Background: an optimization exercise with open tools, aiming at small area and a short achievable clock period. Do not read the settings as production practice.
Where RTL was checked, it was by simulation tests only, not by an equivalence proof against the original.
No activity file was given, so power comes from the tool's default toggle rates.

==> module spi_mem_slave, before the edit <==
module spi_mem_slave #(
  parameter int         ADDR_W    = 8,
  parameter logic [7:0] ID_BYTE   = 8'hA5,
  parameter             INIT_FILE = ""
) (
  input  logic       clk,
  input  logic       resetn,
  input  logic       spi_sck,
  input  logic       spi_cs,
  input  logic       spi_mosi,
  output logic       spi_miso,
  output logic       busy,
  output logic [7:0] last_cmd,
  output logic       xfer_done
);
  localparam logic [7:0] c_CMD_READ  = 8'h03;
  localparam logic [7:0] c_CMD_WRITE = 8'h02;
  localparam logic [7:0] c_CMD_ID    = 8'h9F;
  typedef enum logic [2:0] {
    S_IDLE   = 3'd0,
    S_CMD    = 3'd1,
    S_ADDR   = 3'd2,
    S_RD     = 3'd3,
    S_WR     = 3'd4,
    S_ID     = 3'd5,
    S_IGNORE = 3'd6
  } state_t;
  state_t r_state;
  state_t w_state_nxt;
  logic              r_sck_m, r_sck_s, r_sck_d;
  logic              r_cs_m, r_cs_s;
  logic              r_busy;        
  logic              r_mosi_m, r_mosi_s;
  logic [2:0]        r_bit_cnt;
  logic [6:0]        r_rx_sr;
  logic [6:0]        r_tx_sr;
  logic              r_miso;
  logic              r_load_pend;
  logic [7:0]        r_addr;
  logic [7:0]        r_last_cmd;
  logic              r_xfer_done;
  logic              r_xfer_pre;    
  logic              r_cmd_rd;      
  logic [7:0]        r_rd_data;
  logic       w_rise, w_fall, w_active, w_byte_done, w_mem_we;
  logic [7:0] w_rx_byte, w_tx_src;
  assign w_rise      = r_sck_s & ~r_sck_d;
  assign w_fall      = ~r_sck_s & r_sck_d;
  assign w_active    = ~r_cs_s & (r_state != S_IDLE);
  assign w_byte_done = w_active & w_rise & (r_bit_cnt == 3'd7);
  assign w_rx_byte   = {r_rx_sr, r_mosi_s};
  assign w_mem_we    = w_byte_done & (r_state == S_WR);
  assign w_tx_src    = (r_state == S_ID) ? ID_BYTE : r_rd_data;
  assign spi_miso  = r_miso;
  assign busy      = r_busy;
  assign last_cmd  = r_last_cmd;
  assign xfer_done = r_xfer_done;
  always_ff @(posedge clk or negedge resetn) begin
    if (!resetn) begin
      r_sck_m  <= 1'b0;
      r_sck_s  <= 1'b0;
      r_sck_d  <= 1'b0;
      r_cs_m   <= 1'b1;
      r_cs_s   <= 1'b1;
      r_busy   <= 1'b0;
      r_mosi_m <= 1'b0;
      r_mosi_s <= 1'b0;
    end else begin
      r_sck_m  <= spi_sck;
      r_sck_s  <= r_sck_m;
      r_sck_d  <= r_sck_s;
      r_cs_m   <= spi_cs;
      r_cs_s   <= r_cs_m;
      r_busy   <= ~r_cs_m;
      r_mosi_m <= spi_mosi;
      r_mosi_s <= r_mosi_m;
    end
  end
  always_ff @(posedge clk or negedge resetn) begin
    if (!resetn) r_state <= S_IDLE;
    else         r_state <= w_state_nxt;
  end
  always_comb begin
    w_state_nxt = r_state;
    if (r_cs_s) begin
      w_state_nxt = S_IDLE;
    end else begin
      case (r_state)
        S_IDLE: w_state_nxt = S_CMD;
        S_CMD: begin
          if (w_byte_done) begin
            case (w_rx_byte)
              c_CMD_READ, c_CMD_WRITE: w_state_nxt = S_ADDR;
              c_CMD_ID:                w_state_nxt = S_ID;
              default:                 w_state_nxt = S_IGNORE;
            endcase
          end
        end
        S_ADDR: begin
          if (w_byte_done)
            w_state_nxt = r_cmd_rd ? S_RD : S_WR;
        end
        default: w_state_nxt = r_state;
      endcase
    end
  end
  always_ff @(posedge clk or negedge resetn) begin
    if (!resetn) begin
      r_bit_cnt   <= 3'd0;
      r_miso      <= 1'b0;
      r_load_pend <= 1'b0;
      r_addr      <= '0;
      r_last_cmd  <= 8'h00;
      r_xfer_done <= 1'b0;
      r_xfer_pre  <= 1'b0;
      r_cmd_rd    <= 1'b0;
    end else begin
      r_xfer_pre  <= r_cs_m & (w_state_nxt != S_IDLE);
      r_xfer_done <= r_xfer_pre;
      if (!w_active) begin
        r_bit_cnt   <= 3'd0;
        r_miso      <= 1'b0;
        r_load_pend <= 1'b0;
      end else begin
        if (w_rise) begin
          r_bit_cnt <= r_bit_cnt + 3'd1;
          if (r_bit_cnt == 3'd7) begin
            case (r_state)
              S_CMD: begin
                r_last_cmd  <= w_rx_byte;
                r_cmd_rd    <= (w_rx_byte == c_CMD_READ);
                r_load_pend <= (w_rx_byte == c_CMD_ID);
              end
              S_ADDR: begin
                r_addr      <= w_rx_byte;
                r_load_pend <= r_cmd_rd;
              end
              S_RD, S_ID: r_load_pend <= 1'b1;
              S_WR:       r_addr <= r_addr + 8'd1;
              default: ;
            endcase
          end
        end
        if (w_fall) begin
          if (r_state == S_RD || r_state == S_ID) begin
            if (r_load_pend) begin
              r_miso      <= w_tx_src[7];
              r_load_pend <= 1'b0;
              if (r_state == S_RD) r_addr <= r_addr + 8'd1;
            end else begin
              r_miso  <= r_tx_sr[6];
            end
          end else begin
            r_miso <= 1'b0;
          end
        end
      end
    end
  end
  always_ff @(posedge clk) begin
    if (w_active && w_rise) r_rx_sr <= w_rx_byte[6:0];
    if (w_active && w_fall && (r_state == S_RD || r_state == S_ID))
      r_tx_sr <= r_load_pend ? w_tx_src[6:0] : {r_tx_sr[5:0], 1'b0};
  end
  logic [3:0] r_q;             
  logic [3:0] r_wa;            
  logic [3:0] r_wh1;           
  logic [7:0] r_wd;            
  logic [3:0] r_bh;            
  logic [15:0][7:0] w_buf;
  logic       w_addr_rise4, w_addr_hi, w_wslot, w_ld0, w_ld8;
  assign w_addr_rise4 = w_active & w_rise & (r_bit_cnt == 3'd3) & (r_state == S_ADDR);
  assign w_addr_hi    = (r_state == S_ADDR) & r_bit_cnt[2];
  assign w_wslot      = (r_wh1 == r_q);
  assign w_ld0        = (r_bh == r_q);
  assign w_ld8        = (r_bh == {~r_q[3], r_q[2:0]});
  always_ff @(posedge clk) begin
    r_q <= r_q - 4'd1;
    if (w_mem_we) begin
      r_wa  <= r_addr[3:0];
      r_wh1 <= r_addr[7:4] + 4'd1;
      r_wd  <= w_rx_byte;
    end
    if (w_addr_rise4)  r_bh <= {r_rx_sr[2:0], r_mosi_s};
    else if (!w_addr_hi) r_bh <= r_addr[7:4];
    if (!w_addr_hi) r_rd_data <= w_buf[r_addr[3:0]];
  end
  for (genvar n = 0; n < 16; n++) begin : g_ring
    logic [127:0] r_ring;      
    logic [7:0]   w_in;
    logic [7:0]   r_buf;       
    assign w_in = (w_wslot && r_wa == 4'(n)) ? r_wd : r_ring[127:120];
    always_ff @(posedge clk) begin
      r_ring <= {r_ring[119:0], w_in};
      r_buf  <= ({8{w_ld0}} & r_ring[7:0]) | ({8{w_ld8}} & r_ring[71:64]) |
                ({8{~(w_ld0 | w_ld8)}} & r_buf);
    end
    assign w_buf[n] = r_buf;
  end
endmodule
Settings: LEC_CHECK=0, CAP_MARGIN=20, CORE_MARGIN=2, CORE_UTILIZATION=70, CTS_CLUSTER_DIAMETER=80, CTS_CLUSTER_SIZE=24, SETUP_SLACK_MARGIN=3.5, SLEW_MARGIN=20; clock period 5.5 ns.
run.sh (not shown) runs the stock make flow with config.mk's settings and CLKGATE_MAP_FILE= SYNTH_SCRIPT=/design/flow/synth_recipe.tcl, a recipe that flattens the netlist after the stock synthesis.
==> next run, changes <==
--- a/flow/design.v
+++ b/flow/design.v
@@ -41,8 +41,6 @@
   logic [7:0]        r_addr;
   logic [7:0]        r_last_cmd;
   logic              r_xfer_done;
-  logic              r_xfer_pre;    
-  logic              r_cmd_rd;      
   logic [7:0]        r_rd_data;
   logic       w_rise, w_fall, w_active, w_byte_done, w_mem_we;
   logic [7:0] w_rx_byte, w_tx_src;
@@ -100,7 +98,7 @@
         end
         S_ADDR: begin
           if (w_byte_done)
-            w_state_nxt = r_cmd_rd ? S_RD : S_WR;
+            w_state_nxt = (r_last_cmd == c_CMD_READ) ? S_RD : S_WR;
         end
         default: w_state_nxt = r_state;
       endcase
@@ -114,11 +112,8 @@
       r_addr      <= '0;
       r_last_cmd  <= 8'h00;
       r_xfer_done <= 1'b0;
-      r_xfer_pre  <= 1'b0;
-      r_cmd_rd    <= 1'b0;
     end else begin
-      r_xfer_pre  <= r_cs_m & (w_state_nxt != S_IDLE);
-      r_xfer_done <= r_xfer_pre;
+      r_xfer_done <= r_cs_s & (r_state != S_IDLE);
       if (!w_active) begin
         r_bit_cnt   <= 3'd0;
         r_miso      <= 1'b0;
@@ -130,12 +125,11 @@
             case (r_state)
               S_CMD: begin
                 r_last_cmd  <= w_rx_byte;
-                r_cmd_rd    <= (w_rx_byte == c_CMD_READ);
                 r_load_pend <= (w_rx_byte == c_CMD_ID);
               end
               S_ADDR: begin
                 r_addr      <= w_rx_byte;
-                r_load_pend <= r_cmd_rd;
+                r_load_pend <= (r_last_cmd == c_CMD_READ);
               end
               S_RD, S_ID: r_load_pend <= 1'b1;
               S_WR:       r_addr <= r_addr + 8'd1;
After rerunning: Routed wire length is about the same; power is about the same; worst setup slack hardly moves; clock power went down by about 0.6%; area after synthesis went down by 0.99%; register-to-register slack got worse by 90 ps; sequential share of layout area went up by 0.23 points; die area went down by 0.97%; design area went down by 0.41%; synthesized cell count stays flat.
For the first run of this note, only the layout was checked, not whether the RTL still works.

port drivers added, routing unchanged:
Ports are ideal in the flow. The routed layouts listed here were re-timed in OpenROAD.
Step 1: set_driving_cell puts a clkbuf_16 on clk and a buf_2 on each other input, an assumption about the parent block.
Step 2, shift: input delay + t, output delay - t, t = (earliest + latest rising clock arrival at the registers) / 2. This alone moves slack from input paths to output paths.
Three values: ideal, step 1, step 2; two values: the first two.
run	shift t [ns]	setup WS [ns]	latest minus earliest clock arrival (ns)	worst register clock-pin slew, ns	pins driven straight from the clock port
the first run	0.732	3.096 / 3.027 / 3.384	0.024 / 0.024	0.10 / 0.10	1
the second run	0.738	3.095 / 3.028 / 3.292	0.029 / 0.029	0.10 / 0.10	1
After both steps every run listed still meets setup and hold.
